This is an optimization exercise on Yosys and OpenROAD, whose aim is small area, not a production implementation. At most, simulation tests tie the RTL to the original design; equivalence was not proved. The RTL of runs 3 and 4 was laid out without a check of its function. Power figures rest on the tool's default switching activity, not on a simulated workload.

### config.mk
export PLATFORM = sky130hd
export DESIGN_NAME = max_pool_argmax_relu
export DESIGN_NICKNAME = max_pool_argmax_relu
export VERILOG_FILES = /design/flow/design.v
export SDC_FILE = /design/flow/constraint.sdc
export NUM_CORES = 4
export LEC_CHECK = 0
export CAP_MARGIN = 20
export CORE_MARGIN = 2
export CORE_UTILIZATION = 40
export SLEW_MARGIN = 20
### constraint.sdc
create_clock -name core_clock -period 10.0 [get_ports {aclk}]
set_input_delay 2.0000 -clock core_clock [delete_from_list [all_inputs] [get_ports {aclk}]]
set_output_delay 2.0000 -clock core_clock [all_outputs]
set_load 0.01 [all_outputs]
### design.v
`timescale 1ns / 1ps
package mpar_pkg;
    localparam int SAMPLE_BITS   = 16;
    localparam int POOLED_BITS   = 15;
    localparam int MASK_BITS     = 4;
    localparam int PLANE_BITS    = 6;
    localparam int CFG_DATA_BITS = 9;
    localparam int CFG_ADDR_BITS = 2;
    localparam int HALF_BITS     = 7;
    localparam int ENTRY_BITS    = SAMPLE_BITS + 2;
    localparam logic [HALF_BITS-1:0]  HALF_M1_RESET   = HALF_BITS'(111);
    localparam logic [PLANE_BITS-1:0] PLANES_M1_RESET = PLANE_BITS'(3);
endpackage
`timescale 1ns / 1ps
module mpar_cell #(
    parameter int LEN = 1
) (
    input  logic                              aclk,
    input  logic                              shift,
    input  logic [mpar_pkg::ENTRY_BITS-1:0]   d,
    output logic [mpar_pkg::ENTRY_BITS-1:0]   q
);
    localparam int EB = mpar_pkg::ENTRY_BITS;
    logic [LEN*EB-1:0] sr;
    always_ff @(posedge aclk) begin
        if (shift) begin
            if (LEN == 1) sr <= d;
            else          sr <= {sr[(LEN-1)*EB-1:0], d};
        end
    end
    assign q = sr[LEN*EB-1 -: EB];
endmodule
`timescale 1ns / 1ps
module mpar_line
(
    input  logic                              aclk,
    input  logic                              shift,
    input  logic [mpar_pkg::HALF_BITS-1:0]    half_m1,
    input  logic [mpar_pkg::ENTRY_BITS-1:0]   d,
    output logic [mpar_pkg::ENTRY_BITS-1:0]   q
);
    localparam int EB = mpar_pkg::ENTRY_BITS;
    localparam int HB = mpar_pkg::HALF_BITS;
    logic [EB-1:0] stage [HB+1];
    mpar_cell #(.LEN(1)) u_head (
        .aclk (aclk), .shift (shift), .d (d), .q (stage[HB])
    );
    for (genvar k = HB - 1; k >= 0; k--) begin : g_seg
        logic [EB-1:0] seg_q;
        mpar_cell #(.LEN(1 << k)) u_seg (
            .aclk (aclk), .shift (shift), .d (stage[k+1]), .q (seg_q)
        );
        assign stage[k] = half_m1[k] ? seg_q : stage[k+1];
    end
    assign q = stage[0];
endmodule
`timescale 1ns / 1ps
module mpar_window
(
    input  logic signed [mpar_pkg::SAMPLE_BITS-1:0] a,
    input  logic signed [mpar_pkg::SAMPLE_BITS-1:0] b,
    output logic signed [mpar_pkg::SAMPLE_BITS-1:0] max_ab,
    output logic                                    a_wins,
    output logic                                    b_wins
);
    logic ge;
    assign ge     = a >= b;
    assign max_ab = ge ? a : b;
    assign a_wins = ge;
    assign b_wins = !ge || (a == b);
endmodule
`timescale 1ns / 1ps
module max_pool_argmax_relu
(
    input  logic                     aclk,
    input  logic                     aresetn,
    input  logic                     cfg_wen,
    input  logic [mpar_pkg::CFG_ADDR_BITS-1:0] cfg_addr,
    input  logic [mpar_pkg::CFG_DATA_BITS-1:0] cfg_wdata,
    input  logic                     s_valid,
    output logic                     s_ready,
    input  logic signed [mpar_pkg::SAMPLE_BITS-1:0] s_sample,
    output logic                     m_valid,
    input  logic                     m_ready,
    output logic [mpar_pkg::POOLED_BITS-1:0]   m_pooled,
    output logic [mpar_pkg::MASK_BITS-1:0]     m_winner_mask,
    output logic [mpar_pkg::PLANE_BITS-1:0]    m_plane_index,
    output logic                     m_frame_last
);
    localparam int HB = mpar_pkg::HALF_BITS;
    localparam int PB = mpar_pkg::PLANE_BITS;
    localparam int SB = mpar_pkg::SAMPLE_BITS;
    logic [HB-1:0] half_m1_reg;
    logic [PB-1:0] planes_m1_reg;
    logic          cpar_reg, rpar_reg;
    logic [HB-1:0] cidx_reg, ridx_reg;
    logic [PB-1:0] plane_reg;
    logic signed [SB-1:0] left_reg;
    logic                 out_valid_reg;
    logic [mpar_pkg::POOLED_BITS-1:0] out_pooled_reg;
    logic [mpar_pkg::MASK_BITS-1:0]   out_mask_reg;
    logic [PB-1:0]        out_plane_reg;
    logic                 out_last_reg;
    logic          s_acc, restart, pair_end, row_end, plane_end, produce;
    logic          col_last, row_last, plane_last;
    logic [7:0]    w_half;
    logic [HB-1:0] half_m1_new;
    logic [PB-1:0] planes_m1_new;
    logic signed [SB-1:0] pair_max, top_max, all_max;
    logic          pair_a, pair_b, top_a, top_b, top_wins, bot_wins;
    logic [mpar_pkg::ENTRY_BITS-1:0] top_entry;
    assign s_ready = !out_valid_reg || m_ready;
    assign s_acc   = s_valid && s_ready;
    assign restart = cfg_wen && !cfg_addr[1];
    assign col_last   = cidx_reg == half_m1_reg;
    assign row_last   = ridx_reg == half_m1_reg;
    assign plane_last = plane_reg == planes_m1_reg;
    assign pair_end   = s_acc && cpar_reg;
    assign row_end    = pair_end && col_last;
    assign plane_end  = row_end && rpar_reg && row_last;
    assign produce    = pair_end && rpar_reg && !restart;
    assign w_half      = cfg_wdata[8:1];
    assign half_m1_new = (w_half == 8'd0) ? '0 :
                         w_half[7]        ? '1 : HB'(w_half - 8'd1);
    assign planes_m1_new = (cfg_wdata[6:0] == 7'd0) ? '0 :
                           cfg_wdata[6]             ? '1 : PB'(cfg_wdata[5:0] - 6'd1);
    mpar_window u_pair (
        .a      (left_reg),
        .b      (s_sample),
        .max_ab (pair_max),
        .a_wins (pair_a),
        .b_wins (pair_b)
    );
    mpar_line u_line (
        .aclk    (aclk),
        .shift   (pair_end),
        .half_m1 (half_m1_reg),
        .d       ({pair_b, pair_a, pair_max}),
        .q       (top_entry)
    );
    assign top_max = top_entry[SB-1:0];
    assign top_a   = top_entry[SB];
    assign top_b   = top_entry[SB+1];
    mpar_window u_rows (
        .a      (top_max),
        .b      (pair_max),
        .max_ab (all_max),
        .a_wins (top_wins),
        .b_wins (bot_wins)
    );
    always_ff @(posedge aclk) begin
        if (!aresetn) begin
            half_m1_reg   <= mpar_pkg::HALF_M1_RESET;
            planes_m1_reg <= mpar_pkg::PLANES_M1_RESET;
            cpar_reg      <= 1'b0;
            rpar_reg      <= 1'b0;
            cidx_reg      <= '0;
            ridx_reg      <= '0;
            plane_reg     <= '0;
            out_valid_reg <= 1'b0;
        end else begin
            if (produce) begin
                out_valid_reg <= 1'b1;
            end else if (m_ready) begin
                out_valid_reg <= 1'b0;
            end
            if (restart) begin
                if (!cfg_addr[0]) half_m1_reg   <= half_m1_new;
                else              planes_m1_reg <= planes_m1_new;
                cpar_reg  <= 1'b0;
                rpar_reg  <= 1'b0;
                cidx_reg  <= '0;
                ridx_reg  <= '0;
                plane_reg <= '0;
            end else if (s_acc) begin
                cpar_reg <= !cpar_reg;
                if (pair_end) begin
                    cidx_reg <= col_last ? '0 : cidx_reg + 1'b1;
                end
                if (row_end) begin
                    rpar_reg <= !rpar_reg;
                    if (rpar_reg) begin
                        ridx_reg <= row_last ? '0 : ridx_reg + 1'b1;
                    end
                end
                if (plane_end) begin
                    plane_reg <= plane_last ? '0 : plane_reg + 1'b1;
                end
            end
        end
    end
    always_ff @(posedge aclk) begin
        if (s_acc && !cpar_reg) begin
            left_reg <= s_sample;
        end
        if (produce) begin
            out_pooled_reg <= all_max[SB-1] ? '0 : all_max[mpar_pkg::POOLED_BITS-1:0];
            out_mask_reg   <= {pair_b & bot_wins, pair_a & bot_wins,
                               top_b & top_wins, top_a & top_wins};
            out_plane_reg  <= plane_reg;
            out_last_reg   <= plane_last && row_last && col_last;
        end
    end
    assign m_valid       = out_valid_reg;
    assign m_pooled      = out_pooled_reg;
    assign m_winner_mask = out_mask_reg;
    assign m_plane_index = out_plane_reg;
    assign m_frame_last  = out_last_reg;
endmodule
### run.sh
#!/bin/bash
# synth_recipe.tcl (not shown) runs the flow's synth.tcl, then flattens the netlist and writes it again
# the make line also repeats each setting of config.mk as NAME=value (left out here)
make -C /OpenROAD-flow-scripts/flow DESIGN_CONFIG=/design/flow/config.mk WORK_HOME=/design/flow/orfs CLKGATE_MAP_FILE= SYNTH_SCRIPT=/design/flow/synth_recipe.tcl finish
==> results of run 1 <==
## routing by layer
metal	GRT usage, %	vias to the layer above
met1	16.9	14300
met2	14.5	517
li1	-	12700
met3	2.37	207
met4	4.69	0
met5	0	-
## path summary, 6_finish.rpt
kind | from | end | slack [ns] | cells past startpoint
worst max-delay path | s_sample[15] | out_pooled_reg[1]$_SDFFCE_PP0P_ | 2.39 | 19
worst min-delay path | u_line.g_seg[1].u_seg.sr[16]$_DFFE_PP_ | u_line.g_seg[1].u_seg.sr[34]$_DFFE_PP_ | 0.39 | 0
worst max register to register | left_reg[15]$_DFFE_PP_ | out_pooled_reg[1]$_SDFFCE_PP0P_ | 3.83 | 17
worst min register to register | u_line.g_seg[1].u_seg.sr[16]$_DFFE_PP_ | u_line.g_seg[1].u_seg.sr[34]$_DFFE_PP_ | 0.39 | 0
## layout by cell type (no fill, tap or decap), types with 10 or more instances in the layout
| cell | netlist | final |
|---|---|---|
| xor2_1 | 24 | 24 |
| edfxtp_1 | 2346 | 2346 |
| bufinv_16 | 0 | 12 |
| o221a_2 | 14 | 14 |
| a21oi_1 | 31 | 31 |
| dfxtp_1 | 36 | 35 |
| clkbuf_16 | 0 | 216 |
| clkinv_1 | 1 | 48 |
| nand4_1 | 10 | 10 |
| clkinv_2 | 0 | 31 |
| o211ai_1 | 16 | 16 |
| nor2_1 | 62 | 61 |
| buf_12 | 1 | 10 |
| nand3_1 | 18 | 18 |
| xnor2_1 | 22 | 22 |
| clkbuf_1 | 32 | 61 |
| clkdlybuf4s50_1 | 0 | 59 |
| mux2_2 | 43 | 43 |
| o21ai_0 | 36 | 36 |
| o21a_1 | 33 | 33 |
| nand2b_1 | 22 | 22 |
| buf_4 | 1 | 23 |
| a21o_1 | 20 | 20 |
| mux2i_1 | 47 | 47 |
| nor2b_1 | 20 | 20 |
| ha_1 | 38 | 38 |
| inv_1 | 43 | 43 |
| nand2_1 | 62 | 62 |
| a22o_1 | 15 | 15 |
## layout make-up
| class | instances | area (µm²) |
|---|---|---|
| clock inverter | 111 | 990 |
| multi-input combinational | 589 | 4330 |
| timing repair buffer | 92 | 963 |
| fill | 15400 | 102000 |
| antenna | 3 | 7.51 |
| clock buffer | 277 | 5630 |
| tap | 2495 | 3120 |
| sequential | 2382 | 71200 |
| inverter | 46 | 199 |
## critical path, delay by kind of cell
kind / cells / cell delay, ns
buffers and inverters: 3 / 1.52
AND/OR/NAND/NOR: 5 / 0.59
AO/OA/AOI/OAI: 8 / 3.17
adder cells (fa/ha/maj): 2 / 0.63
multiplexers: 1 / 0.20
## metrics by stage
stage,hold slack (ns),std cells
CTS,0.377,5992
floorplan,0.400,3061
finish,0.388,5995
global route,0.384,5995
detailed placement,0.405,5604
global placement,0.400,5604
## cell families (layout without fill, tap and decap cells)
| logic type | count (synthesis) | in the layout | synth area share, % |
|---|---|---|---|
| buf+inv | 90 | 526 | 0.492 |
| compound gates | 187 | 187 | 1.77 |
| xor+xnor | 46 | 46 | 0.531 |
| flops | 2382 | 2382 | 93.8 |
| mux | 92 | 92 | 1.30 |
| simple gates | 226 | 226 | 1.47 |
| other cells | 0 | 3 | 0 |
| fa+ha+maj | 38 | 38 | 0.627 |
## report_power, final
part           switching, mW  internal, mW  leakage, nW
combinational          0.316         0.119         2.45
clock                   3.42          4.29         3.21
sequential            0.0870          11.3         20.8
total                   3.83          15.7         26.5
==> flow_summary.yaml, run 1 <==
timing:
  fin_skew_ns: 0.0427
  period_share_pct: 76.1
  relSlewSlack_pct: 27.8
  max_slew.worst_pin.slew_ns: 1.08
  setup_total_negative_slack_ns: 0
  fmax_ghz: 0.131
  fin_crit_ns: 7.61
  maxSlewViolCount: 0
  rsz0062_at_grt: "no"
  finalSetupViolCount: 0
  fin_ws_ns: 2.39
  hold_violations: 0
cells_and_area:
  final_util_pct: 45.9
  drive_gt1_share_pct: 11.2
  stdcell_area_mm2: 0.0864
  nets: 3393
  areaGrowthSynthToFinish_pct: 13.9
  largest_reg_flops: 2286
die:
  die_x_um: 439
  fp.dieH_um: 439
  core_mm2: 0.188
  initial_utilization_pct: 40.3
  die-area_mm2: 0.193
  num_rows: 159
  io_pins: 60
global_routing:
  gr-total-overflow: 0
  grt_pass1_wl_um: 161000
  grt_max_degree: 247
  grt.total_usage_pct: 10.8
  grt_pass1_vias: 26800
  antenna_found_initial: 15
routing:
  drt_iter0_drc: 2877
  wl_met3_um: 4780
  route.met2.wl_um: 44200
  vias: 27700
  via_per_inst: 4.63
  wl_um: 106000
  top_layer: "met4"
  drtAntennaViolNets: 0
  drc: 0
  firstDrtPassIters: 5
  wl_met1_um: 53700
  detail_route.wl_per_cell_um: 17.7
logic_synthesis:
  synthTopCellsByCount: "edfxtp_1 (2346), nand2_1 (62), nor2_1 (62)"
  syn-num-nets: 3131
  synth_area_per_cell_um2: 24.8
  synth_top_area_share_pct: 92.9
  synth.most_common_cell: "edfxtp_1"
  yosys-top-cells-area: "edfxtp_1 (93%), dfxtp_1 (0.95%), mux2_2 (0.64%)"
  synth_edf_count: 2346
  yosysTopAreaCell: "edfxtp_1"
  postSynth.asyncResetShare_pct: 0
  ys_ff_latch: 2382
  yosysWarnings: 11
  synth_cells: 3061
  yosys_most_used_dff: "edfxtp_1"
  syn_area_mm2: 0.0759
  yosys.cell_types.count: 58
  yosysSeqAreaShare_pct: 93.8
worst_setup_path:
  path_cells: "clkdlybuf4s50_1 -> inv_1 -> ha_1 -> nand2_1 -> nor4_1 -> a311o_1 -> nor3b_1 -> a21boi_4 -> buf_4 -> nor2_1 -> a21oi_1 -> ha_1 -> a21o_1 -> a21oi_2 -> nor2_1 -> a2111o_1 -> a2111oi_2 -> o21ba_1 -> mux2i_1"
  worstSetupPathType: "primary input to register"
  crit_path_start_kind: "primary input"
  crit_fanout: 33
  crit_slowest_cell: "o21ba_1"
  end_kind: "register"
  max_stage_delay_ns: 0.93
  cp_data_required_time_ns: 10.51
  crit_arrival_ns: 8.12
placement:
  hpwl_um: 54400
  place_congestion: 0.764
  placed_area_mm2: 0.0798
  dp_slack_ns: 1.59
  port_buffers: 59
cts:
  post_cts_buffers: 0
  clkSinkCount: 2382
  cts.reportedPaths.clkPinSlew_ns: 0.06
  cts_tree: "built"
  cts_root_buf: "clkbuf_16"
  cts_made_buffers: 212
  cts_hold_buf: 0
  clk-insertion-delay-late_ns: 0.82
  cts_resized: 0
  cts_htree_levels: 4
  cts.path.max_buffers: 3
power:
  p_leak_nw: 26.5
  vdd_drop_max_mv: 0.187
  p_total_mw: 19.5
  p_per_area_mw_per_mm2: 225
hold_path:
  hold_class: "register to register"
run_status:
  status: "finished clean"
flow_run:
  maxCapViolations: 0
==> run 2, diff against run 1 <==
--- a/config.mk
+++ b/config.mk
@@ -8,4 +8,6 @@
 export CAP_MARGIN = 20
 export CORE_MARGIN = 2
-export CORE_UTILIZATION = 40
+export CORE_UTILIZATION = 65
+export CTS_BUF_LIST = sky130_fd_sc_hd__clkbuf_8 sky130_fd_sc_hd__clkbuf_16
+export CTS_CLUSTER_SIZE = 50
 export SLEW_MARGIN = 20
==> run 2 against run 1 <==
- utilization increased by 28 points
- sequential share of layout area rose by 1.1 points
- still clean
- global-route usage rose by 7.8 points
- fmax up 9.8%
- power is essentially flat
- first-iteration DRC count is 1.1% higher
- critical path type unchanged
==> flow_summary.yaml, run 2 <==
timing:
  max_slew.worst_pin.slew_ns: 1.08
  rsz0062_at_grt: "no"
  holdWs_ns: 0.393
  fin_crit_ns: 6.93
  fmax_ghz: 0.144
  setup_total_negative_slack_ns: 0
  finalSetupViolCount: 0
  fin_skew_ns: 0.0377
  maxSlewViolCount: 0
  relSlewSlack_pct: 28.2
  period_share_pct: 69.3
  hold_violations: 0
die:
  fp.dieH_um: 346
  initial_utilization_pct: 65.4
  num_rows: 125
  die_x_um: 346
  io_pins: 60
  die-area_mm2: 0.119
  core_mm2: 0.116
cts:
  clk-insertion-delay-late_ns: 0.82
  cts_htree_levels: 4
  clkSinkCount: 2382
  cts_resized: 0
  cts_made_buffers: 214
  cts.reportedPaths.clkPinSlew_ns: 0.06
  post_cts_buffers: 0
  cts_root_buf: "clkbuf_16"
  cts_tree: "built"
  cts_hold_buf: 0
  cts.path.max_buffers: 3
cells_and_area:
  layout_common_cells: "edfxtp_1 (2346), clkbuf_16 (217), inv_1 (89)"
  fillerInstances: 6378
  nets: 3394
  final_util_pct: 73.4
  areaGrowthSynthToFinish_pct: 12.4
  drive_gt1_share_pct: 11.6
  largest_reg_flops: 2286
  final_common_cell: "edfxtp_1"
worst_setup_path:
  r2r_setup_slack_ns: 4.17
  crit_arrival_ns: 7.43
  end_kind: "register"
  r2r_start: "left_reg[15]$_DFFE_PP_"
  crit_path_start_kind: "primary input"
  rr_worst_depth: 17
  cp_data_required_time_ns: 10.50
  r2r_end: "out_pooled_reg[10]$_SDFFCE_PP0P_"
  crit_fanout: 30
  worstSetupPathType: "primary input to register"
hold_path:
  hold_path.startpoint: "u_line.g_seg[3].u_seg.sr[67]$_DFFE_PP_"
  hold_class: "register to register"
  hold_end: "u_line.g_seg[3].u_seg.sr[85]$_DFFE_PP_"
  hold_depth: 0
routing:
  drt_iter0_drc: 2908
  vias: 28000
  drtAntennaViolNets: 0
  detail_route.wl_per_cell_um: 22.2
  via_per_inst: 5.57
  drc: 0
  firstDrtPassIters: 6
  wl_um: 112000
power:
  clkPwrFrac_pct: 39.5
  internal_power_mw: 15.6
  p_per_area_mw_per_mm2: 229
  p_sw_mw: 3.84
  p_total_mw: 19.5
  p_leak_nw: 26.7
  vdd_drop_max_mv: 0.208
  pwr-share-comb_pct: 2.3
  swShare_pct: 19.7
  seqPwrFrac_pct: 58.2
logic_synthesis:
  syn_area_mm2: 0.0759
  ys_ff_latch: 2382
  synth_top_area_share_pct: 92.9
  synth_edf_count: 2346
  synth.most_common_cell: "edfxtp_1"
  synth_cells: 3061
  postSynth.asyncResetShare_pct: 0
  syn-num-nets: 3131
  yosys-top-cells-area: "edfxtp_1 (93%), dfxtp_1 (0.95%), mux2_2 (0.64%)"
  yosysSeqAreaShare_pct: 93.8
  yosysTopAreaCell: "edfxtp_1"
  yosys_most_used_dff: "edfxtp_1"
  synth-xor-area-share_pct: 0.531
  yosysWarnings: 11
  synth-adder-area-share_pct: 0.627
  synth_compound_area_share_pct: 1.77
  synth_top_family_by_area: "compound AO/OA/AOI/OAI gates"
  yosys.cell_types.count: 58
  synthMuxAreaShare_pct: 1.30
  synthTopCellsByCount: "edfxtp_1 (2346), nand2_1 (62), nor2_1 (62)"
  synth_area_per_cell_um2: 24.8
  synthSimpleGateAreaFrac_pct: 1.47
global_routing:
  grt_pass1_wl_um: 166000
  grt_max_degree: 213
  grt_pass1_vias: 27500
  grt.total_usage_pct: 18.6
  antenna_found_initial: 8
  gr-total-overflow: 0
flow_run:
  maxCapViolations: 0
placement:
  hpwl_um: 54100
  place_congestion: 0.810
  port_buffers: 59
run_status:
  status: "finished clean"
==> run 2: changes by cell type in the layout (fill, tap and decap cells not counted), moves of 2 or more <==
cell | previous run | this run
buf_12 | 10 | 8
buf_16 | 0 | 2
buf_4 | 23 | 18
buf_6 | 0 | 3
clkbuf_1 | 61 | 0
clkinv_16 | 5 | 3
clkinv_2 | 31 | 42
clkinvlp_4 | 5 | 1
diode_2 | 3 | 1
inv_1 | 43 | 89
inv_6 | 4 | 8
==> run 2: power by group through the flow <==
stage | combinational [mW] | sequential [mW] | clock (mW)
floorplan | 0.308 | 11.6 | 0
global placement | 0.431 | 11.5 | 0
detailed placement | 0.444 | 11.5 | 0
CTS | 0.444 | 11.4 | 7.94
global route | 0.489 | 11.4 | 8.28
finish | 0.442 | 11.3 | 7.70
==> run 2: final cells by class <==
cell class                 count  area [µm²]  area share, %
sequential                  2382       71200           83.5
timing repair buffer          91         980           1.15
tap                         1524        1910           2.24
inverter                      46         199          0.233
multi-input combinational    589        4330           5.08
clock buffer                 218        5440           6.39
clock inverter               167        1200           1.41
antenna                        1        2.50        0.00294
==> run 2: kinds of logic (layout without fill, tap and decap cells) <==
kind of cell    Yosys count  in the layout
compound gates          187            187
xor+xnor                 46             46
fa+ha+maj                38             38
buf+inv                  90            522
flops                  2382           2382
mux                      92             92
other cells               0              1
simple gates            226            226
==> run 2: worst max-delay path, cell delays in order <==
cell and delay, ns:
clkdlybuf4s50_1 0.46, buf_4 0.24, inv_1 0.09, ha_1 0.33, nand2_1 0.10, nor4_1 0.07
a311o_1 0.32, nor3b_1 0.41, a21boi_4 0.24, buf_16 0.24, nor2_1 0.13, a21oi_1 0.07
ha_1 0.32, a21o_1 0.19, a21oi_2 0.15, nor2_1 0.05, a2111o_1 0.40, a2111oi_2 0.45
o21ba_1 0.92, mux2i_1 0.20
==> run 2: how the worst max path moves through the flow <==
stage                                            end  depth (start not counted)         start  slack [ns]
detailed placement   out_pooled_reg[9]$_SDFFCE_PP0P_                         20  s_sample[15]        1.92
floorplan                     out_last_reg$_DFFE_PP_                          5       m_ready        1.96
global route         out_pooled_reg[5]$_SDFFCE_PP0P_                         20  s_sample[15]        2.73
CTS                  out_pooled_reg[6]$_SDFFCE_PP0P_                         20  s_sample[15]        2.76
global placement     out_pooled_reg[4]$_SDFFCE_PP0P_                         20  s_sample[15]        1.92
finish              out_pooled_reg[10]$_SDFFCE_PP0P_                         20  s_sample[15]        3.07
==> run 2: through the flow <==
step	setup slack (ns)	instances	instance area, µm²
after detailed placement	1.92	4630	78500
after floorplan	1.96	3061	75900
after CTS	2.76	5015	85200
after global routing	2.73	5017	85200
final	3.07	5018	85200
after global placement	1.92	4629	78500
==> run 2: routing by layer <==
metal	global-route usage [%]	wire length (µm)
met1	30.1	54700
met2	26.1	48600
met3	3.80	5850
met4	5.93	2370
met5	0	0
==> run 3, diff against run 2 <==
--- a/design.v
+++ b/design.v
@@ -95,5 +95,6 @@
     logic          cpar_reg, rpar_reg;
     logic [HB-1:0] cidx_reg, ridx_reg;
-    logic [PB-1:0] plane_reg;
+    logic          plane_zero_reg, plane_adv_reg;
+    logic [PB-1:0] plane;
     logic signed [SB-1:0] left_reg;
     logic                 out_valid_reg;
@@ -115,5 +116,8 @@
     assign col_last   = cidx_reg == half_m1_reg;
     assign row_last   = ridx_reg == half_m1_reg;
-    assign plane_last = plane_reg == planes_m1_reg;
+    assign plane      = plane_zero_reg ? '0 :
+                        !plane_adv_reg ? out_plane_reg :
+                        (out_plane_reg == planes_m1_reg) ? '0 : out_plane_reg + 1'b1;
+    assign plane_last = plane == planes_m1_reg;
     assign pair_end   = s_acc && cpar_reg;
     assign row_end    = pair_end && col_last;
@@ -157,5 +161,6 @@
             cidx_reg      <= '0;
             ridx_reg      <= '0;
-            plane_reg     <= '0;
+            plane_zero_reg <= 1'b1;
+            plane_adv_reg <= 1'b0;
             out_valid_reg <= 1'b0;
         end else begin
@@ -172,5 +177,6 @@
                 cidx_reg  <= '0;
                 ridx_reg  <= '0;
-                plane_reg <= '0;
+                plane_zero_reg <= 1'b1;
+                plane_adv_reg  <= 1'b0;
             end else if (s_acc) begin
                 cpar_reg <= !cpar_reg;
@@ -184,6 +190,7 @@
                     end
                 end
-                if (plane_end) begin
-                    plane_reg <= plane_last ? '0 : plane_reg + 1'b1;
+                if (produce) begin
+                    plane_zero_reg <= 1'b0;
+                    plane_adv_reg  <= plane_end;
                 end
             end
@@ -198,5 +205,5 @@
             out_mask_reg   <= {pair_b & bot_wins, pair_a & bot_wins,
                                top_b & top_wins, top_a & top_wins};
-            out_plane_reg  <= plane_reg;
+            out_plane_reg  <= plane;
             out_last_reg   <= plane_last && row_last && col_last;
         end
--- a/config.mk
+++ b/config.mk
@@ -9,5 +9,6 @@
 export CORE_MARGIN = 2
 export CORE_UTILIZATION = 65
-export CTS_BUF_LIST = sky130_fd_sc_hd__clkbuf_8 sky130_fd_sc_hd__clkbuf_16
-export CTS_CLUSTER_SIZE = 50
+export CTS_BUF_LIST = sky130_fd_sc_hd__clkbuf_16
+export CTS_CLUSTER_DIAMETER = 60
+export CTS_CLUSTER_SIZE = 30
 export SLEW_MARGIN = 20
==> run 3 against run 2 <==
- sequential cell count decreased by 4
- critical path depth shrank 3
- fmax fell by 10%
- clock-buffer cell count shrank 75
- critical path type unchanged
- largest cell class unchanged
- highest routed layer is now met5
==> flow_summary.yaml, run 3 <==
die:
  io_pins: 60
  initial_utilization_pct: 65.3
  fp.dieH_um: 345
  core_mm2: 0.116
  num_rows: 125
  die-area_mm2: 0.119
  die_x_um: 345
cells_and_area:
  fillerInstances: 6453
  drive_gt1_share_pct: 10.8
  final_common_cell: "edfxtp_1"
  multi_input_area_mm2: 0.00426
  areaGrowthSynthToFinish_pct: 9.89
  diodes: 0
  nets: 3293
  largest_reg_flops: 2286
  regArea_mm2: 0.0711
  stdcell_area_mm2: 0.0832
  layout_common_cells: "edfxtp_1 (2346), clkbuf_16 (143), nand2_1 (69)"
cts:
  cts.reportedPaths.clkPinSlew_ns: 0.08
  cts_htree_levels: 4
  clk-insertion-delay-late_ns: 0.74
  cts.path.max_buffers: 3
  post_cts_buffers: 0
  cts_root_buf: "clkbuf_16"
  clkSinkCount: 2378
  cts_hold_buf: 0
  cts_tree: "built"
  cts_resized: 0
  cts_made_buffers: 139
power:
  vdd_drop_max_mv: 0.228
  p_leak_nw: 25.4
  p_per_area_mw_per_mm2: 216
worst_setup_path:
  worstSetupPathType: "primary input to register"
  crit_path_start_kind: "primary input"
  crit_fanout: 24
  end_kind: "register"
  crit_slowest_cell: "ha_1"
  cp_data_required_time_ns: 10.57
  max_stage_delay_ns: 0.94
  crit_arrival_ns: 8.26
  path_cells: "clkdlybuf4s50_1 -> inv_1 -> ha_1 -> nand2_2 -> nor4_4 -> and4_1 -> nor3b_2 -> a22o_1 -> a221oi_2 -> ha_1 -> nand4_1 -> nor4_1 -> o21ai_0 -> a31oi_1 -> a21oi_1 -> nor2_1 -> o2bb2ai_1"
  cpMostUsedCell: "ha_1"
  crit_family: "simple AND/OR/NAND/NOR gates"
  cp_num_buf_inv: 2
placement:
  port_buffers: 59
  placed_area_mm2: 0.0784
  place_congestion: 0.786
  hpwl_um: 55200
logic_synthesis:
  syn-num-nets: 3101
  synth_cells: 3031
  synthTopCellsByCount: "edfxtp_1 (2346), nand2_1 (69), nor2_1 (55)"
  yosys-top-cells-area: "edfxtp_1 (93%), dfxtp_1 (0.85%), mux2_2 (0.68%)"
  synth_edf_count: 2346
  yosys.cell_types.count: 60
  postSynth.asyncResetShare_pct: 0
  yosys_most_used_dff: "edfxtp_1"
  ys_ff_latch: 2378
  yosysSeqAreaShare_pct: 93.9
  syn_area_mm2: 0.0757
  synth_area_per_cell_um2: 25.0
  synth.most_common_cell: "edfxtp_1"
  yosysWarnings: 11
  yosysTopAreaCell: "edfxtp_1"
  synth_top_area_share_pct: 93.0
routing:
  via_per_inst: 5.64
  vias: 27400
  wl_um: 104000
  drtAntennaViolNets: 0
  drc: 0
  firstDrtPassIters: 5
  detail_route.wl_per_cell_um: 21.5
  drt_iter0_drc: 3033
global_routing:
  grt_pass1_wl_um: 157000
  grt_pass1_vias: 26100
  grt_max_degree: 283
  gr-total-overflow: 0
  grt.total_usage_pct: 17.4
  antenna_found_initial: 4
flow_run:
  maxCapViolations: 0
timing:
  max_slew.worst_pin.slew_ns: 1.10
  maxSlewViolCount: 0
  fin_skew_ns: 0.0236
  fin_crit_ns: 7.69
  relSlewSlack_pct: 27.0
  hold_violations: 0
  finalSetupViolCount: 0
  rsz0062_at_grt: "no"
  setup_total_negative_slack_ns: 0
  period_share_pct: 76.9
  fmax_ghz: 0.130
run_status:
  status: "finished clean"
hold_path:
  hold_class: "register to register"
==> run 3: cell types whose count changed after synthesis, moves of 10 or more <==
| cell | change |
|---|---|
| a31oi_1 | +12 |
| a21o_1 | -18 |
| o21a_1 | -12 |
| nor2b_1 | -16 |
| mux2_4 | +13 |
| o2bb2ai_1 | +14 |
| clkbuf_1 | -15 |
| mux2i_1 | -30 |
| o211ai_2 | +10 |
| o221a_2 | -14 |
==> run 3: worst paths after layout <==
| kind | start | endpoint | slack [ns] | depth (start not counted) |
|---|---|---|---|---|
| max | s_sample[15] | out_pooled_reg[6]$_SDFFCE_PP0P_ | 2.31 | 17 |
| min | u_line.g_seg[3].u_seg.sr[102]$_DFFE_PP_ | u_line.g_seg[3].u_seg.sr[120]$_DFFE_PP_ | 0.41 | 0 |
| max reg2reg | left_reg[15]$_DFFE_PP_ | out_pooled_reg[6]$_SDFFCE_PP0P_ | 3.68 | 15 |
| min reg2reg | u_line.g_seg[3].u_seg.sr[102]$_DFFE_PP_ | u_line.g_seg[3].u_seg.sr[120]$_DFFE_PP_ | 0.41 | 0 |
==> run 3: cell families after synthesis <==
kind of cell / count (synthesis) / synth area share, %
XOR/XNOR: 53 / 0.613
AO/OA/AOI/OAI: 181 / 1.80
adder cells (fa/ha/maj): 38 / 0.628
buffers and inverters: 91 / 0.497
multiplexers: 78 / 1.21
AND/OR/NAND/NOR: 212 / 1.37
flip-flops: 2378 / 93.9
==> run 3: final cells by class <==
class,instances,share of cell area [%]
flip-flops and latches,2378,85.4
inverters,55,0.280
repair buffers,87,1.10
well taps,1524,2.29
clock buffers,143,4.30
clock inverters,101,1.48
multi-input cells,562,5.12
==> run 3: metrics by stage <==
stage / setup WS, ns / std cells / total power, mW / util (%) / hold slack, ns
after floorplan: 1.81 / 3031 / 11.9 / - / 0.400
after global placement: 1.64 / 4606 / 12.0 / 67.6 / 0.401
after detailed placement: 1.45 / 4606 / 12.0 / 67.6 / 0.405
after CTS: 2.22 / 4850 / 18.2 / 71.8 / 0.402
after global routing: 1.82 / 4850 / 18.6 / 71.8 / 0.407
final: 2.31 / 4850 / 18.0 / 71.8 / 0.407
==> run 3: worst reg2reg max path, cell delays in order (launching register included) <==
cell and delay, ns:
edfxtp_1 0.45, ha_1 0.97, nand2_2 0.20, nor4_4 0.37
and4_1 0.74, nor3b_2 0.28, a22o_1 0.26, a221oi_2 0.40
ha_1 0.23, nand4_1 0.15, nor4_1 0.43, o21ai_0 0.17
a31oi_1 0.23, a21oi_1 0.17, nor2_1 0.88, o2bb2ai_1 0.22
==> run 3: layer usage <==
layer | up-vias | GRT usage [%] | share of wire [%]
met5 | - | 0 | 0.019
met4 | 2 | 4.73 | 1.9
met3 | 146 | 3.75 | 5.6
met2 | 551 | 23.3 | 42
met1 | 14200 | 29.4 | 50
li1 | 12400 | - | -
==> run 3: where the power goes <==
| part | internal (mW) | switching (mW) | total, mW |
|---|---|---|---|
| registers | 11.2 | 0.0853 | 11.3 |
| clock network | 2.99 | 3.23 | 6.21 |
| logic | 0.111 | 0.326 | 0.437 |
==> run 4, diff against run 3 <==
--- a/config.mk
+++ b/config.mk
@@ -9,6 +9,6 @@
 export CORE_MARGIN = 2
 export CORE_UTILIZATION = 65
-export CTS_BUF_LIST = sky130_fd_sc_hd__clkbuf_16
-export CTS_CLUSTER_DIAMETER = 60
-export CTS_CLUSTER_SIZE = 30
+export CTS_BUF_LIST = sky130_fd_sc_hd__clkbuf_8
+export CTS_CLUSTER_DIAMETER = 50
+export CTS_CLUSTER_SIZE = 20
 export SLEW_MARGIN = 20
==> run 4 against run 3 <==
- still clean on timing, DRC and antenna
- fmax rose by 1.6%
- wire length rose by 0.77%
- sequential power barely moved
- worst hold slack got worse by 0.00071 ns
- synthesized cell count did not move
- utilization fell by 1.1 points
- cell count rose by 0.62%
- worst setup slack improved by 0.12 ns
- critical path type unchanged
- largest cell class unchanged
==> flow_summary.yaml, run 4 <==
cells_and_area:
  stdcell_area_mm2: 0.0819
  fin_cells: 4880
  fillerInstances: 6581
  multi_input_area_mm2: 0.00426
  layout_common_cells: "edfxtp_1 (2346), clkbuf_8 (170), nand2_1 (69)"
  drive_gt1_share_pct: 11.2
  final_common_cell: "edfxtp_1"
  regArea_mm2: 0.0711
  nets: 3316
  largest_reg_flops: 2286
  final_util_pct: 70.7
  areaGrowthSynthToFinish_pct: 8.17
logic_synthesis:
  syn_area_mm2: 0.0757
  synth_top_area_share_pct: 93.0
  syn-num-nets: 3101
  yosys_most_used_dff: "edfxtp_1"
  yosysSeqAreaShare_pct: 93.9
  yosysWarnings: 11
  yosysTopAreaCell: "edfxtp_1"
  synth_area_per_cell_um2: 25.0
  yosys-top-cells-area: "edfxtp_1 (93%), dfxtp_1 (0.85%), mux2_2 (0.68%)"
  yosys.cell_types.count: 60
  synth_edf_count: 2346
  ys_ff_latch: 2378
  synth_cells: 3031
  synthTopCellsByCount: "edfxtp_1 (2346), nand2_1 (69), nor2_1 (55)"
  synth.most_common_cell: "edfxtp_1"
  postSynth.asyncResetShare_pct: 0
cts:
  cts_made_buffers: 162
  cts.path.max_buffers: 3
  post_cts_buffers: 0
  cts_htree_levels: 4
  cts.reportedPaths.clkPinSlew_ns: 0.11
  cts_hold_buf: 0
  clkSinkCount: 2378
  clk-insertion-delay-late_ns: 0.87
  cts_root_buf: "clkbuf_8"
  cts_resized: 0
  cts_tree: "built"
global_routing:
  grt.total_usage_pct: 17.5
  gr-total-overflow: 0
  use_met3_pct: 3.91
  use_met1_pct: 29.6
  grt_pass1_wl_um: 157000
  grt.busiest_layer: "met1"
  grt_max_degree: 283
  grt_pass1_vias: 26300
  use_met2_pct: 23.4
  antenna_found_initial: 6
timing:
  fmax_ghz: 0.132
  relSlewSlack_pct: 28.6
  setup_total_negative_slack_ns: 0
  fin_ws_ns: 2.43
  fin_skew_ns: 0.0381
  maxSlewViolCount: 0
  period_share_pct: 75.7
  rsz0062_at_grt: "no"
  fin_crit_ns: 7.57
  holdWs_ns: 0.406
  hold_violations: 0
  finalSetupViolCount: 0
  max_slew.worst_pin.slew_ns: 1.07
die:
  die_x_um: 345
  io_pins: 60
  fp.dieH_um: 345
  initial_utilization_pct: 65.3
  die-area_mm2: 0.119
  num_rows: 125
  core_mm2: 0.116
placement:
  place_congestion: 0.786
  place_inst: 4606
  placed_area_mm2: 0.0784
  port_buffers: 59
  hpwl_um: 55200
  dp_slack_ns: 1.45
routing:
  vias: 27400
  drc: 0
  firstDrtPassIters: 5
  drt_iter0_drc: 3064
  drtAntennaViolNets: 0
  detail_route.wl_per_cell_um: 21.6
  wl_um: 105000
  via_per_inst: 5.62
worst_setup_path:
  crit_path_start_kind: "primary input"
  crit_arrival_ns: 8.26
  end_kind: "register"
  crit_slowest_cell: "ha_1"
  cp_num_buf_inv: 2
  worstSetupPathType: "primary input to register"
  crit_family: "simple AND/OR/NAND/NOR gates"
  crit_fanout: 24
  max_stage_delay_ns: 0.95
  cpMostUsedCell: "ha_1"
  path_cells: "clkdlybuf4s50_1 -> inv_1 -> ha_1 -> nand2_2 -> nor4_4 -> and4_1 -> nor3b_2 -> a22o_1 -> a221oi_2 -> ha_1 -> nand4_1 -> nor4_1 -> o21ai_0 -> a31oi_1 -> a21oi_1 -> nor2_1 -> o2bb2ai_1"
  cp_data_required_time_ns: 10.69
power:
  p_leak_nw: 24.9
  p_per_area_mw_per_mm2: 205
  p_total_mw: 16.8
  vdd_drop_max_mv: 0.159
flow_run:
  maxCapViolations: 0
run_status:
  status: "finished clean"
hold_path:
  hold_class: "register to register"
## run 4: routing by layer
metal  share of wire [%]  wire length [µm]  up-vias
li1                    -                 -    12400
met1                  51             53300    14200
met2                  42             43900      602
met3                 5.7              5970      163
met4                 1.9              1990        2
met5               0.019                20        -
## run 4: path summary, 6_finish.rpt
path	startpoint	endpoint	slack [ns]	cells after the start
setup / recovery	s_sample[15]	out_pooled_reg[13]$_SDFFCE_PP0P_	2.43	17
hold / removal	u_line.g_seg[3].u_seg.sr[123]$_DFFE_PP_	u_line.g_seg[3].u_seg.sr[141]$_DFFE_PP_	0.41	0
setup reg to reg	left_reg[15]$_DFFE_PP_	out_pooled_reg[13]$_SDFFCE_PP0P_	3.70	15
hold reg to reg	u_line.g_seg[3].u_seg.sr[123]$_DFFE_PP_	u_line.g_seg[3].u_seg.sr[141]$_DFFE_PP_	0.41	0
## run 4: layout make-up
cell class	count	share of cell area, %
tap	1524	2.33
timing repair buffer	87	1.12
sequential	2378	86.8
multi-input combinational	562	5.20
inverter	55	0.284
clock inverter	101	1.41
antenna	3	0.00917
clock buffer	170	2.86
## run 4: kinds of logic (layout without fill, tap and decap cells)
family	after synthesis	after routing	synth area share [%]
other	0	3	0
flip-flops	2378	2378	93.9
adder cells (fa/ha/maj)	38	38	0.628
buffers and inverters	91	413	0.497
XOR/XNOR	53	53	0.613
AND/OR/NAND/NOR	212	212	1.37
multiplexers	78	78	1.21
AO/OA/AOI/OAI	181	181	1.80
## run 4: power breakdown
group / switching (mW) / leakage (nW) / internal (mW)
Combinational: 0.326 / 2.38 / 0.111
Clock: 2.99 / 1.76 / 2.07
Sequential: 0.0853 / 20.7 / 11.2
Total: 3.40 / 24.9 / 13.4
==> run 5, diff against run 4 <==
--- a/design.v
+++ b/design.v
@@ -64,9 +64,10 @@
     output logic                                    b_wins
 );
-    logic ge;
-    assign ge     = a >= b;
-    assign max_ab = ge ? a : b;
-    assign a_wins = ge;
-    assign b_wins = !ge || (a == b);
+    logic lt, gt;
+    assign lt     = a < b;
+    assign gt     = a > b;
+    assign max_ab = lt ? b : a;
+    assign a_wins = !lt;
+    assign b_wins = !gt;
 endmodule
 `timescale 1ns / 1ps
==> run 5 against run 4 <==
- cell count grew 1.8%
- still clean on timing, DRC and antenna
- clock-buffer cell count shrank 4
- global-route usage down 0.13 points
- worst setup slack improved by 0.19 ns
- sequential power is essentially flat
- area after synthesis grew 0.38%
- clock power about the same
==> flow_summary.yaml, run 5 <==
cells_and_area:
  drive_gt1_share_pct: 11.0
  nets: 3399
  multi_input_area_mm2: 0.00450
  largest_reg_flops: 2286
  areaGrowthSynthToFinish_pct: 8.19
  final_common_cell: "edfxtp_1"
  regArea_mm2: 0.0711
  fillerInstances: 6706
  layout_common_cells: "edfxtp_1 (2346), clkbuf_8 (166), inv_1 (71), mux2_2 (71), nor2_1 (62)"
routing:
  firstDrtPassIters: 5
  detail_route.wl_per_cell_um: 21.0
  drc: 0
  drtAntennaViolNets: 0
  drt_iter0_drc: 2944
  vias: 27800
  wl_um: 104000
  via_per_inst: 5.60
cts:
  cts_htree_levels: 4
  cts.reportedPaths.clkPinSlew_ns: 0.11
  cts_hold_buf: 0
  cts_resized: 0
  clkSinkCount: 2378
  clk-insertion-delay-late_ns: 0.92
  cts_made_buffers: 161
  post_cts_buffers: 0
  cts.path.max_buffers: 3
  cts_tree: "built"
  cts_root_buf: "clkbuf_8"
worst_setup_path:
  crit_fanout: 68
  worstSetupPathType: "primary input to register"
  max_stage_delay_ns: 0.97
  cp_num_buf_inv: 2
  end_kind: "register"
  cp_data_required_time_ns: 10.62
  crit_slowest_cell: "ha_2"
  crit_arrival_ns: 8.00
  crit_family: "simple AND/OR/NAND/NOR gates"
  crit_path_start_kind: "primary input"
  cpMostUsedCell: "a21o_1"
  path_cells: "clkdlybuf4s50_1 -> inv_1 -> ha_2 -> nand4_1 -> or4_4 -> a21o_1 -> nand3_1 -> o21ai_0 -> and3_1 -> ha_1 -> nand4_1 -> nor3_1 -> o21ai_0 -> a21o_1 -> a21o_1 -> nand2_1 -> a211oi_1"
die:
  io_pins: 60
  initial_utilization_pct: 65.5
  die_x_um: 346
  fp.dieH_um: 346
  num_rows: 125
  die-area_mm2: 0.120
  core_mm2: 0.116
timing:
  relSlewSlack_pct: 34.4
  maxSlewViolCount: 0
  holdWs_ns: 0.401
  hold_violations: 0
  fmax_ghz: 0.136
  fin_crit_ns: 7.38
  finalSetupViolCount: 0
  period_share_pct: 73.8
  max_slew.worst_pin.slew_ns: 0.984
  setup_total_negative_slack_ns: 0
  rsz0062_at_grt: "no"
  fin_skew_ns: 0.0465
logic_synthesis:
  yosys_most_used_dff: "edfxtp_1"
  postSynth.asyncResetShare_pct: 0
  synth_top_area_share_pct: 92.7
  ys_ff_latch: 2378
  synth_edf_count: 2346
  yosysWarnings: 11
  yosys-top-cells-area: "edfxtp_1 (93%), mux2_2 (1.1%), dfxtp_1 (0.84%)"
  yosysSeqAreaShare_pct: 93.5
  synth.most_common_cell: "edfxtp_1"
  yosysTopAreaCell: "edfxtp_1"
  synth_cells: 3126
  syn_area_mm2: 0.0760
  syn-num-nets: 3196
  yosys.cell_types.count: 56
  synth_area_per_cell_um2: 24.3
  synthTopCellsByCount: "edfxtp_1 (2346), mux2_2 (71), nor2_1 (63)"
global_routing:
  antenna_found_initial: 5
  grt_pass1_wl_um: 157000
  grt.total_usage_pct: 17.4
  gr-total-overflow: 0
  grt_max_degree: 224
  grt_pass1_vias: 26500
placement:
  port_buffers: 59
  place_congestion: 0.808
  hpwl_um: 52700
power:
  vdd_drop_max_mv: 0.159
  p_leak_nw: 24.9
  p_per_area_mw_per_mm2: 205
  p_total_mw: 16.8
flow_run:
  maxCapViolations: 0
run_status:
  status: "finished clean"
hold_path:
  hold_class: "register to register"
[run 5: changes by cell type after synthesis, sizes merged, moves of 12 or more]
cell / change
o2bb2ai: -12
clkbuf: +21
o21a: -17
a21oi: +22
nand2: -12
and3: +15
a22o: -14
a211oi: +12
nand3b: +16
mux2: +12
o22ai: +13
and2: +17
nor3: +21
[run 5: per-stage QoR]
step                setup WS [ns]  util (%)  cell area, µm²  std cells
floorplan                   0.304         -           76000       3126
CTS                          2.76      70.8           82200       4963
global placement             1.47      67.8           78700       4688
finish                       2.62      70.9           82200       4970
detailed placement           1.72      67.8           78700       4688
global route                 2.21      70.9           82200       4968
[run 5: path summary, 6_finish.rpt]
check	startpoint	to	slack, ns	depth (start not counted)
worst min register to register	u_line.g_seg[6].u_seg.sr[805]$_DFFE_PP_	u_line.g_seg[6].u_seg.sr[823]$_DFFE_PP_	0.40	0
worst min-delay path	u_line.g_seg[6].u_seg.sr[805]$_DFFE_PP_	u_line.g_seg[6].u_seg.sr[823]$_DFFE_PP_	0.40	0
worst max-delay path	s_sample[15]	out_pooled_reg[1]$_SDFFCE_PP0P_	2.62	17
worst max register to register	left_reg[15]$_DFFE_PP_	out_pooled_reg[1]$_SDFFCE_PP0P_	3.94	15
[run 5: cell families (layout without fill, tap and decap cells)]
| family | count (synthesis) | in the layout | share of synthesized area, % |
|---|---|---|---|
| flops | 2378 | 2378 | 93.5 |
| simple gates | 278 | 278 | 1.85 |
| compound gates | 177 | 177 | 1.51 |
| buf+inv | 113 | 428 | 0.571 |
| mux | 92 | 92 | 1.34 |
| xor+xnor | 50 | 50 | 0.576 |
| fa+ha+maj | 38 | 38 | 0.626 |
| other cells | 0 | 5 | 0 |
[run 5: per-layer routing]
| metal | routed length, µm | track usage (%) |
|---|---|---|
| met1 | 52500 | 29.0 |
| met2 | 43000 | 22.7 |
| met3 | 6060 | 4.14 |
| met4 | 2640 | 6.35 |
| met5 | 0 | 0 |
[run 5: area by class of cell]
| cell class | count | share of cell area, % |
|---|---|---|
| antenna | 5 | 0.0152 |
| inverter | 62 | 0.283 |
| tap | 1524 | 2.32 |
| sequential | 2378 | 86.5 |
| timing repair buffer | 91 | 1.24 |
| multi-input combinational | 635 | 5.47 |
| clock buffer | 166 | 2.78 |
| clock inverter | 109 | 1.44 |
[run 5: worst register-to-register path, cell delays in order (launching register included)]
cell      delay (ns)
edfxtp_1        0.42
ha_2            1.00
nand4_1         0.32
or4_4           0.64
a21o_1          0.21
nand3_1         0.47
o21ai_0         0.21
and3_1          0.26
ha_1            0.32
nand4_1         0.11
nor3_1          0.39
o21ai_0         0.17
a21o_1          0.26
a21o_1          0.22
nand2_1         0.59
a211oi_1        0.21
[run 5: power breakdown]
| group | switching, mW | internal (mW) | leakage (nW) |
|---|---|---|---|
| Sequential | 0.0865 | 11.2 | 20.7 |
| Combinational | 0.364 | 0.137 | 2.37 |
| Clock | 2.94 | 2.10 | 1.77 |
==> run 6, diff against run 5 <==
==> flow/run.sh (new file) <==
#!/bin/bash
# Standard ORFS layout, with clock tree and port buffering options passed through.
set -euo pipefail
export CTS_ARGS="-sink_clustering_enable -repair_clock_nets -dont_use_dummy_load -sink_clustering_size 20 -sink_clustering_max_diameter 50 -buf_list sky130_fd_sc_hd__clkbuf_8"
export BUFFER_PORTS_ARGS="-buffer_cell sky130_fd_sc_hd__buf_1"
bash standard.sh finish > standard.log 2>&1
==> standard.sh (new file) <==
#!/bin/bash
# synth_recipe.tcl (not shown) runs the flow's synth.tcl, then flattens the netlist and writes it again
# the make line also repeats each setting of config.mk as NAME=value (left out here)
make -C /OpenROAD-flow-scripts/flow DESIGN_CONFIG=/design/flow/config.mk WORK_HOME=/design/flow/orfs CLKGATE_MAP_FILE= SYNTH_SCRIPT=/design/flow/synth_recipe.tcl "${@:-finish}"
removed: run.sh
==> run 6 against run 5 <==
- still clean
- global-route usage is 0.20 points lower
- design area is 2.1% lower
- area after synthesis stayed put
- sequential cell count stayed put
- utilization is 1.5 points lower
- critical endpoint is now out_pooled_reg[0]$_SDFFCE_PP0P_
- largest cell class unchanged
- largest power group unchanged
==> flow_summary.yaml, run 6 <==
cts:
  clkSinkCount: 2378
  post_cts_buffers: 0
  cts.reportedPaths.clkPinSlew_ns: 0.11
  cts.path.max_buffers: 3
  clk-insertion-delay-late_ns: 0.86
  cts_resized: 0
  cts_root_buf: "clkbuf_8"
  cts_htree_levels: 4
  cts_hold_buf: 0
  cts_made_buffers: 161
  cts_tree: "built"
placement:
  place_congestion: 0.827
  place_inst: 4682
  port_buffers: 59
  hpwl_um: 52500
  dp_slack_ns: 1.97
worst_setup_path:
  crit_fanout: 68
  crit_path_start_kind: "primary input"
  crit_arrival_ns: 7.67
  cp_data_required_time_ns: 10.60
  cp_num_buf_inv: 2
  end_kind: "register"
  crit_family: "simple AND/OR/NAND/NOR gates"
  path_cells: "buf_1 -> inv_1 -> ha_2 -> nand4_1 -> or4_4 -> a21o_1 -> nand3_1 -> o21ai_0 -> and3_1 -> ha_1 -> a21oi_1 -> nor2b_1 -> a2111oi_0 -> a21o_1 -> and4b_1 -> nor2_1 -> a211oi_1"
  cpMostUsedCell: "a21o_1"
  max_stage_delay_ns: 0.97
  worstSetupPathType: "primary input to register"
  crit_slowest_cell: "ha_2"
routing:
  firstDrtPassIters: 5
  drc: 0
  drtAntennaViolNets: 0
  detail_route.wl_per_cell_um: 21.3
  vias: 27800
  wl_um: 103000
  via_per_inst: 5.74
  drt_iter0_drc: 2847
timing:
  setup_total_negative_slack_ns: 0
  relSlewSlack_pct: 23.5
  rsz0062_at_grt: "no"
  fin_crit_ns: 7.06
  max_slew.worst_pin.slew_ns: 1.15
  fin_ws_ns: 2.94
  maxSlewViolCount: 0
  finalSetupViolCount: 0
  fin_skew_ns: 0.0879
  hold_violations: 0
  period_share_pct: 70.6
  fmax_ghz: 0.142
global_routing:
  grt_pass1_vias: 26600
  antenna_found_initial: 6
  grt_max_degree: 223
  gr-total-overflow: 0
  grt.total_usage_pct: 17.2
  grt_pass1_wl_um: 157000
cells_and_area:
  drive_gt1_share_pct: 8.49
  largest_reg_flops: 2286
  fin_cells: 4847
  nets: 3392
  fillerInstances: 6884
  regArea_mm2: 0.0711
  layout_common_cells: "edfxtp_1 (2346), clkbuf_8 (161), mux2_2 (71)"
  multi_input_area_mm2: 0.00451
  areaGrowthSynthToFinish_pct: 5.97
  final_common_cell: "edfxtp_1"
run_status:
  status: "finished clean"
power:
  p_per_area_mw_per_mm2: 197
  vdd_drop_max_mv: 0.136
  p_total_mw: 15.9
  p_leak_nw: 24.1
logic_synthesis:
  yosysTopAreaCell: "edfxtp_1"
  synth_top_area_share_pct: 92.7
  syn-num-nets: 3196
  synth.most_common_cell: "edfxtp_1"
  postSynth.asyncResetShare_pct: 0
  syn_area_mm2: 0.0760
  synth_cells: 3126
  synth_edf_count: 2346
  yosys_most_used_dff: "edfxtp_1"
  ys_ff_latch: 2378
  yosys.cell_types.count: 56
  yosys-top-cells-area: "edfxtp_1 (93%), mux2_2 (1.1%), dfxtp_1 (0.84%)"
  yosysWarnings: 11
  yosysSeqAreaShare_pct: 93.5
  synthTopCellsByCount: "edfxtp_1 (2346), mux2_2 (71), nor2_1 (63)"
  synth_area_per_cell_um2: 24.3
die:
  die_x_um: 346
  die-area_mm2: 0.120
  core_mm2: 0.116
  fp.dieH_um: 346
  initial_utilization_pct: 65.5
  io_pins: 60
  num_rows: 125
hold_path:
  hold_class: "register to register"
flow_run:
  maxCapViolations: 0
## run 6: path summary, 6_finish.rpt
| path | startpoint | end | slack (ns) | depth (start not counted) |
|---|---|---|---|---|
| min reg2reg | u_line.g_seg[2].u_seg.sr[15]$_DFFE_PP_ | u_line.g_seg[2].u_seg.sr[33]$_DFFE_PP_ | 0.35 | 0 |
| max | s_sample[15] | out_pooled_reg[0]$_SDFFCE_PP0P_ | 2.94 | 17 |
| min | u_line.g_seg[2].u_seg.sr[15]$_DFFE_PP_ | u_line.g_seg[2].u_seg.sr[33]$_DFFE_PP_ | 0.35 | 0 |
| max reg2reg | left_reg[15]$_DFFE_PP_ | out_pooled_reg[0]$_SDFFCE_PP0P_ | 3.98 | 15 |
## run 6: area by class of cell
cell class | instances | share of cell area, %
inverter | 62 | 0.289
clock buffer | 161 | 2.75
antenna | 3 | 0.00932
multi-input combinational | 635 | 5.60
sequential | 2378 | 88.3
tap | 1524 | 2.37
timing repair buffer | 84 | 0.724
## run 6: cells by family after synthesis
group | Yosys count | synth area share [%]
buf+inv | 113 | 0.571
xor+xnor | 50 | 0.576
mux | 92 | 1.34
simple gates | 278 | 1.85
compound gates | 177 | 1.51
fa+ha+maj | 38 | 0.626
flops | 2378 | 93.5
## run 6: metal layers
metal,part of all wire [%],global-route usage (%)
met1,51,29.5
met2,41,22.5
met3,5.0,3.19
met4,2.5,5.79
met5,0.0087,0
## run 6: stage by stage
| step | utilization [%] | area (µm²) | hold WS [ns] |
|---|---|---|---|
| after global placement | 67.5 | 78300 | 0.401 |
| after floorplan | - | 76000 | 0.400 |
| after detailed placement | 67.5 | 78300 | 0.405 |
| after global routing | 69.4 | 80500 | 0.353 |
| after CTS | 69.4 | 80500 | 0.348 |
| final | 69.4 | 80500 | 0.353 |
## run 6: where the power goes
group	total [mW]	internal (mW)	leakage [nW]	switching [mW]
logic	0.489	0.126	2.17	0.363
clock network	4.05	1.45	1.16	2.60
registers	11.3	11.2	20.7	0.0866
## run 6: worst register-to-register path, cell delays in order, from the launching register on
cell and delay, ns:
edfxtp_1 0.42, ha_2 1.00, nand4_1 0.29, or4_4 0.63, a21o_1 0.21, nand3_1 0.44, o21ai_0 0.19, and3_1 0.24
ha_1 0.35, a21oi_1 0.20, nor2b_1 0.06, a2111oi_0 0.41, a21o_1 0.31, and4b_1 0.63, nor2_1 0.18, a211oi_1 0.28
==> run 7, diff against run 6 <==
--- a/design.v
+++ b/design.v
@@ -9,4 +9,5 @@
     localparam int HALF_BITS     = 7;
     localparam int ENTRY_BITS    = SAMPLE_BITS + 2;
+    localparam int LINE_BITS     = ENTRY_BITS / 2;
     localparam logic [HALF_BITS-1:0]  HALF_M1_RESET   = HALF_BITS'(111);
     localparam logic [PLANE_BITS-1:0] PLANES_M1_RESET = PLANE_BITS'(3);
@@ -16,42 +17,46 @@
     parameter int LEN = 1
 ) (
-    input  logic                              aclk,
-    input  logic                              shift,
-    input  logic [mpar_pkg::ENTRY_BITS-1:0]   d,
-    output logic [mpar_pkg::ENTRY_BITS-1:0]   q
-);
-    localparam int EB = mpar_pkg::ENTRY_BITS;
-    logic [LEN*EB-1:0] sr;
+    input  logic                             aclk,
+    input  logic                             shift,
+    input  logic [mpar_pkg::LINE_BITS-1:0]   d,
+    output logic [mpar_pkg::LINE_BITS-1:0]   q
+);
+    localparam int LB = mpar_pkg::LINE_BITS;
+    logic [LEN*LB-1:0] sr;
     always_ff @(posedge aclk) begin
         if (shift) begin
             if (LEN == 1) sr <= d;
-            else          sr <= {sr[(LEN-1)*EB-1:0], d};
-        end
-    end
-    assign q = sr[LEN*EB-1 -: EB];
+            else          sr <= {sr[(LEN-1)*LB-1:0], d};
+        end
+    end
+    assign q = sr[LEN*LB-1 -: LB];
 endmodule
 `timescale 1ns / 1ps
 module mpar_line
 (
-    input  logic                              aclk,
-    input  logic                              shift,
-    input  logic [mpar_pkg::HALF_BITS-1:0]    half_m1,
-    input  logic [mpar_pkg::ENTRY_BITS-1:0]   d,
-    output logic [mpar_pkg::ENTRY_BITS-1:0]   q
-);
-    localparam int EB = mpar_pkg::ENTRY_BITS;
+    input  logic                             aclk,
+    input  logic                             shift,
+    input  logic [mpar_pkg::HALF_BITS-1:0]   half_m1,
+    input  logic [mpar_pkg::LINE_BITS-1:0]   d,
+    output logic [mpar_pkg::LINE_BITS-1:0]   q_old,
+    output logic [mpar_pkg::LINE_BITS-1:0]   q_new
+);
+    localparam int LB = mpar_pkg::LINE_BITS;
     localparam int HB = mpar_pkg::HALF_BITS;
-    logic [EB-1:0] stage [HB+1];
-    mpar_cell #(.LEN(1)) u_head (
-        .aclk (aclk), .shift (shift), .d (d), .q (stage[HB])
-    );
+    logic [LB-1:0] stage [HB+1];
+    assign stage[HB] = d;
     for (genvar k = HB - 1; k >= 0; k--) begin : g_seg
-        logic [EB-1:0] seg_q;
-        mpar_cell #(.LEN(1 << k)) u_seg (
+        logic [LB-1:0] seg_q;
+        mpar_cell #(.LEN(2 << k)) u_seg (
             .aclk (aclk), .shift (shift), .d (stage[k+1]), .q (seg_q)
         );
         assign stage[k] = half_m1[k] ? seg_q : stage[k+1];
     end
-    assign q = stage[0];
+    mpar_cell #(.LEN(1)) u_tail1 (
+        .aclk (aclk), .shift (shift), .d (stage[0]), .q (q_new)
+    );
+    mpar_cell #(.LEN(1)) u_tail0 (
+        .aclk (aclk), .shift (shift), .d (q_new), .q (q_old)
+    );
 endmodule
 `timescale 1ns / 1ps
@@ -92,4 +97,5 @@
     localparam int PB = mpar_pkg::PLANE_BITS;
     localparam int SB = mpar_pkg::SAMPLE_BITS;
+    localparam int LB = mpar_pkg::LINE_BITS;
     logic [HB-1:0] half_m1_reg;
     logic [PB-1:0] planes_m1_reg;
@@ -111,5 +117,5 @@
     logic signed [SB-1:0] pair_max, top_max, all_max;
     logic          pair_a, pair_b, top_a, top_b, top_wins, bot_wins;
-    logic [mpar_pkg::ENTRY_BITS-1:0] top_entry;
+    logic [mpar_pkg::ENTRY_BITS-1:0] top_entry, pair_entry;
     assign s_ready = !out_valid_reg || m_ready;
     assign s_acc   = s_valid && s_ready;
@@ -137,10 +143,12 @@
         .b_wins (pair_b)
     );
+    assign pair_entry = {pair_b, pair_a, pair_max};
     mpar_line u_line (
         .aclk    (aclk),
-        .shift   (pair_end),
+        .shift   (s_acc),
         .half_m1 (half_m1_reg),
-        .d       ({pair_b, pair_a, pair_max}),
-        .q       (top_entry)
+        .d       (cpar_reg ? pair_entry[2*LB-1:LB] : left_reg[LB-1:0]),
+        .q_old   (top_entry[2*LB-1:LB]),
+        .q_new   (top_entry[LB-1:0])
     );
     assign top_max = top_entry[SB-1:0];
@@ -199,6 +207,7 @@
     end
     always_ff @(posedge aclk) begin
-        if (s_acc && !cpar_reg) begin
-            left_reg <= s_sample;
+        if (s_acc) begin
+            if (!cpar_reg) left_reg <= s_sample;
+            else           left_reg[LB-1:0] <= pair_entry[LB-1:0];
         end
         if (produce) begin
==> run 7 against run 6 <==
- cell count decreased by 2.5%
- critical path type unchanged
- worst setup slack better by 0.42 ns
- sequential power up 4%
- combinational power down about 10%
- design area decreased by 0.92%
- clock-buffer cell count is the same
- clock skew increased by 0.019 ns
- die area fell by 1.0%
- largest power group unchanged
==> flow_summary.yaml, run 7 <==
power:
  vdd_drop_max_mv: 0.147
  p_per_area_mw_per_mm2: 203
  clkPwrFrac_pct: 24.9
  seqPwrFrac_pct: 72.4
  swShare_pct: 19.1
  p_total_mw: 16.2
  p_sw_mw: 3.11
  pwr-share-comb_pct: 2.7
  internal_power_mw: 13.1
  p_leak_nw: 26.3
routing:
  wl_met1_um: 50300
  drtAntennaViolNets: 0
  wl_met3_um: 4280
  route.met2.wl_um: 41700
  wl_um: 98600
  vias: 26600
  drc: 0
  drt_iter0_drc: 2408
  top_layer: "met4"
  detail_route.wl_per_cell_um: 20.9
  firstDrtPassIters: 5
  via_per_inst: 5.62
cts:
  cts.reportedPaths.clkPinSlew_ns: 0.09
  clk-insertion-delay-late_ns: 0.86
  cts.path.max_buffers: 3
  clkSinkCount: 2378
  cts_root_buf: "clkbuf_8"
  post_cts_buffers: 0
  cts_resized: 0
  cts_tree: "built"
  cts_made_buffers: 161
  cts_hold_buf: 0
  cts_htree_levels: 4
placement:
  port_buffers: 59
  place_congestion: 0.808
  hpwl_um: 51300
  place_inst: 4559
logic_synthesis:
  yosys-top-cells-area: "edfxtp_1 (94%), dfxtp_1 (0.85%), ha_1 (0.63%)"
  synth_edf_count: 2346
  yosysWarnings: 12
  synth_cells: 2997
  syn_area_mm2: 0.0752
  synth_area_per_cell_um2: 25.1
  yosysTopAreaCell: "edfxtp_1"
  postSynth.asyncResetShare_pct: 0
  synth_top_area_share_pct: 93.7
  synthTopCellsByCount: "edfxtp_1 (2346), nor2_1 (82), nand2_1 (69)"
  ys_ff_latch: 2378
  syn-num-nets: 3067
  yosysSeqAreaShare_pct: 94.5
  yosys_most_used_dff: "edfxtp_1"
  synth.most_common_cell: "edfxtp_1"
  yosys.cell_types.count: 71
cells_and_area:
  nets: 3282
  drive_gt1_share_pct: 7.69
  fin_cells: 4726
  largest_reg_flops: 2286
  layout_common_cells: "edfxtp_1 (2346), clkbuf_8 (161), nor2_1 (81)"
  final_common_cell: "edfxtp_1"
  areaGrowthSynthToFinish_pct: 6.11
timing:
  finalSetupViolCount: 0
  fin_skew_ns: 0.107
  fmax_ghz: 0.151
  hold_violations: 0
  setup_total_negative_slack_ns: 0
  rsz0062_at_grt: "no"
  relSlewSlack_pct: 29.7
  fin_crit_ns: 6.64
  period_share_pct: 66.4
  max_slew.worst_pin.slew_ns: 1.05
  maxSlewViolCount: 0
worst_setup_path:
  r2r_start: "left_reg[10]$_DFFE_PP_"
  crit_arrival_ns: 7.24
  crit_fanout: 19
  r2r_end: "out_pooled_reg[2]$_SDFFCE_PP0P_"
  worstSetupPathType: "primary input to register"
  crit_path_start_kind: "primary input"
  rr_worst_depth: 16
  r2r_setup_slack_ns: 4.43
  cp_data_required_time_ns: 10.60
  end_kind: "register"
die:
  num_rows: 124
  die-area_mm2: 0.118
  io_pins: 60
  core_mm2: 0.115
  fp.dieH_um: 344
  die_x_um: 344
  initial_utilization_pct: 65.7
global_routing:
  grt_pass1_vias: 25600
  grt_pass1_wl_um: 149000
  grt.total_usage_pct: 16.6
  antenna_found_initial: 5
  gr-total-overflow: 0
  grt_max_degree: 242
hold_path:
  hold_path.startpoint: "u_line.g_seg[5].u_seg.sr[71]$_DFFE_PP_"
  hold_class: "register to register"
  hold_end: "u_line.g_seg[5].u_seg.sr[80]$_DFFE_PP_"
  hold_depth: 0
run_status:
  status: "finished clean"
flow_run:
  maxCapViolations: 0
==> run 7: cell count changes after synthesis, sizes merged, moves of 15 or more <==
cell | previous run | this run
nor2 | 63 | 83
a21oi | 48 | 24
nor3 | 24 | 8
o22ai | 16 | 1
and2 | 21 | 1
o31ai | 0 | 19
a211oi | 17 | 2
inv | 62 | 41
mux2 | 73 | 23
==> run 7: worst max path at each step <==
stage	start	endpoint	slack, ns	cells after the start
final	s_sample[14]	out_pooled_reg[2]$_SDFFCE_PP0P_	3.36	18
after global routing	s_sample[14]	out_pooled_reg[4]$_SDFFCE_PP0P_	2.97	18
after CTS	s_sample[14]	out_pooled_reg[4]$_SDFFCE_PP0P_	2.90	18
after detailed placement	s_sample[14]	out_pooled_reg[2]$_SDFFCE_PP0P_	2.04	18
after global placement	s_sample[14]	out_pooled_reg[0]$_SDFFCE_PP0P_	2.09	18
after floorplan	m_ready	left_reg[0]$_DFFE_PP_	-27.59	3
==> run 7: cell type report <==
class / instances / area [µm²]
Tap cell: 1512 / 1890
Sequential cell: 2378 / 71100
Timing Repair Buffer: 90 / 636
Fill cell: 6636 / 34700
Inverter: 41 / 158
Multi-Input combinational cell: 540 / 3800
Antenna cell: 4 / 10.0
Clock buffer: 161 / 2220
==> run 7: metal layers <==
layer	vias up	track usage, %
met5	-	0
met4	0	5.39
met3	160	3.31
met2	490	22.6
met1	13700	27.7
li1	12200	-
==> run 7: logic make-up (layout without fill, tap and decap cells) <==
| kind of cell | count (synthesis) | in the layout | synth area share [%] |
|---|---|---|---|
| other cells | 0 | 4 | 0 |
| simple gates | 249 | 249 | 1.58 |
| compound gates | 162 | 162 | 1.66 |
| fa+ha+maj | 38 | 38 | 0.632 |
| buf+inv | 79 | 292 | 0.434 |
| flops | 2378 | 2378 | 94.5 |
| mux | 38 | 38 | 0.549 |
| xor+xnor | 53 | 53 | 0.617 |
==> run 7: power groups by stage <==
stage                     registers [mW]  logic [mW]  clock network (mW)
after floorplan                     12.5       0.301                   0
after global placement              12.0       0.430                   0
after detailed placement            12.0       0.446                   0
after CTS                           11.8       0.443                4.25
after global routing                11.8       0.489                4.57
final                               11.8       0.438                4.04
==> run 7: through the flow <==
| step | hold WS, ns | area [µm²] | worst slack, ns | util [%] |
|---|---|---|---|---|
| 3_5_place_dp | 0.405 | 77500 | 2.04 | 67.7 |
| 4_1_cts | 0.343 | 79700 | 2.90 | 69.6 |
| 3_3_place_gp | 0.400 | 77500 | 2.09 | 67.7 |
| 2_1_floorplan | 0.400 | 75200 | -27.59 | - |
| 5_1_grt | 0.340 | 79800 | 2.97 | 69.7 |
| 6_report | 0.353 | 79800 | 3.36 | 69.7 |
==> run 7: critical path, stage by stage <==
cell and delay (ns):
buf_1 0.34, inv_1 0.09, ha_1 0.38, a21oi_2 0.16
nand2_2 0.09, a221o_1 0.50, o31ai_1 0.45, and2_2 0.64
mux2i_1 0.35, ha_1 0.29, nor2b_1 0.13, o21a_1 0.17
o21a_1 0.16, o21ai_0 0.14, a221oi_1 0.11, o21bai_1 0.42
nand2_1 0.48, o2bb2ai_1 0.32

-- separate check: timing with driven ports --
How much do the figures lean on ideal ports? The routed layouts below were timed once more, with nothing changed but the port constraints.
Step 1 sets driving cells, clkbuf_16 on the clock port and buf_2 on the other inputs (assumed; they add their load-dependent delay and slew).
Step 2 times the ports against the registers' clock, not the clock port: input delays grow and output delays shrink by t, the midpoint of the rising clock arrivals with the driver on.
a / b / c = ideal ports / drivers / drivers and shift; a / b = the first two.
run | t (ns) | setup slack, ns
run 1 | 0.874 | 2.392 / 2.439 / 1.565
run 2 | 0.871 | 3.073 / 3.117 / 2.246
run 3 | 0.800 | 2.307 / 2.350 / 1.549
run 4 | 0.913 | 2.428 / 2.469 / 1.556
run 5 | 0.959 | 2.622 / 2.587 / 1.628
run 6 | 0.881 | 2.939 / 2.918 / 2.037
run 7 | 0.881 | 3.363 / 3.348 / 2.468
After both steps every run listed still meets setup and hold.
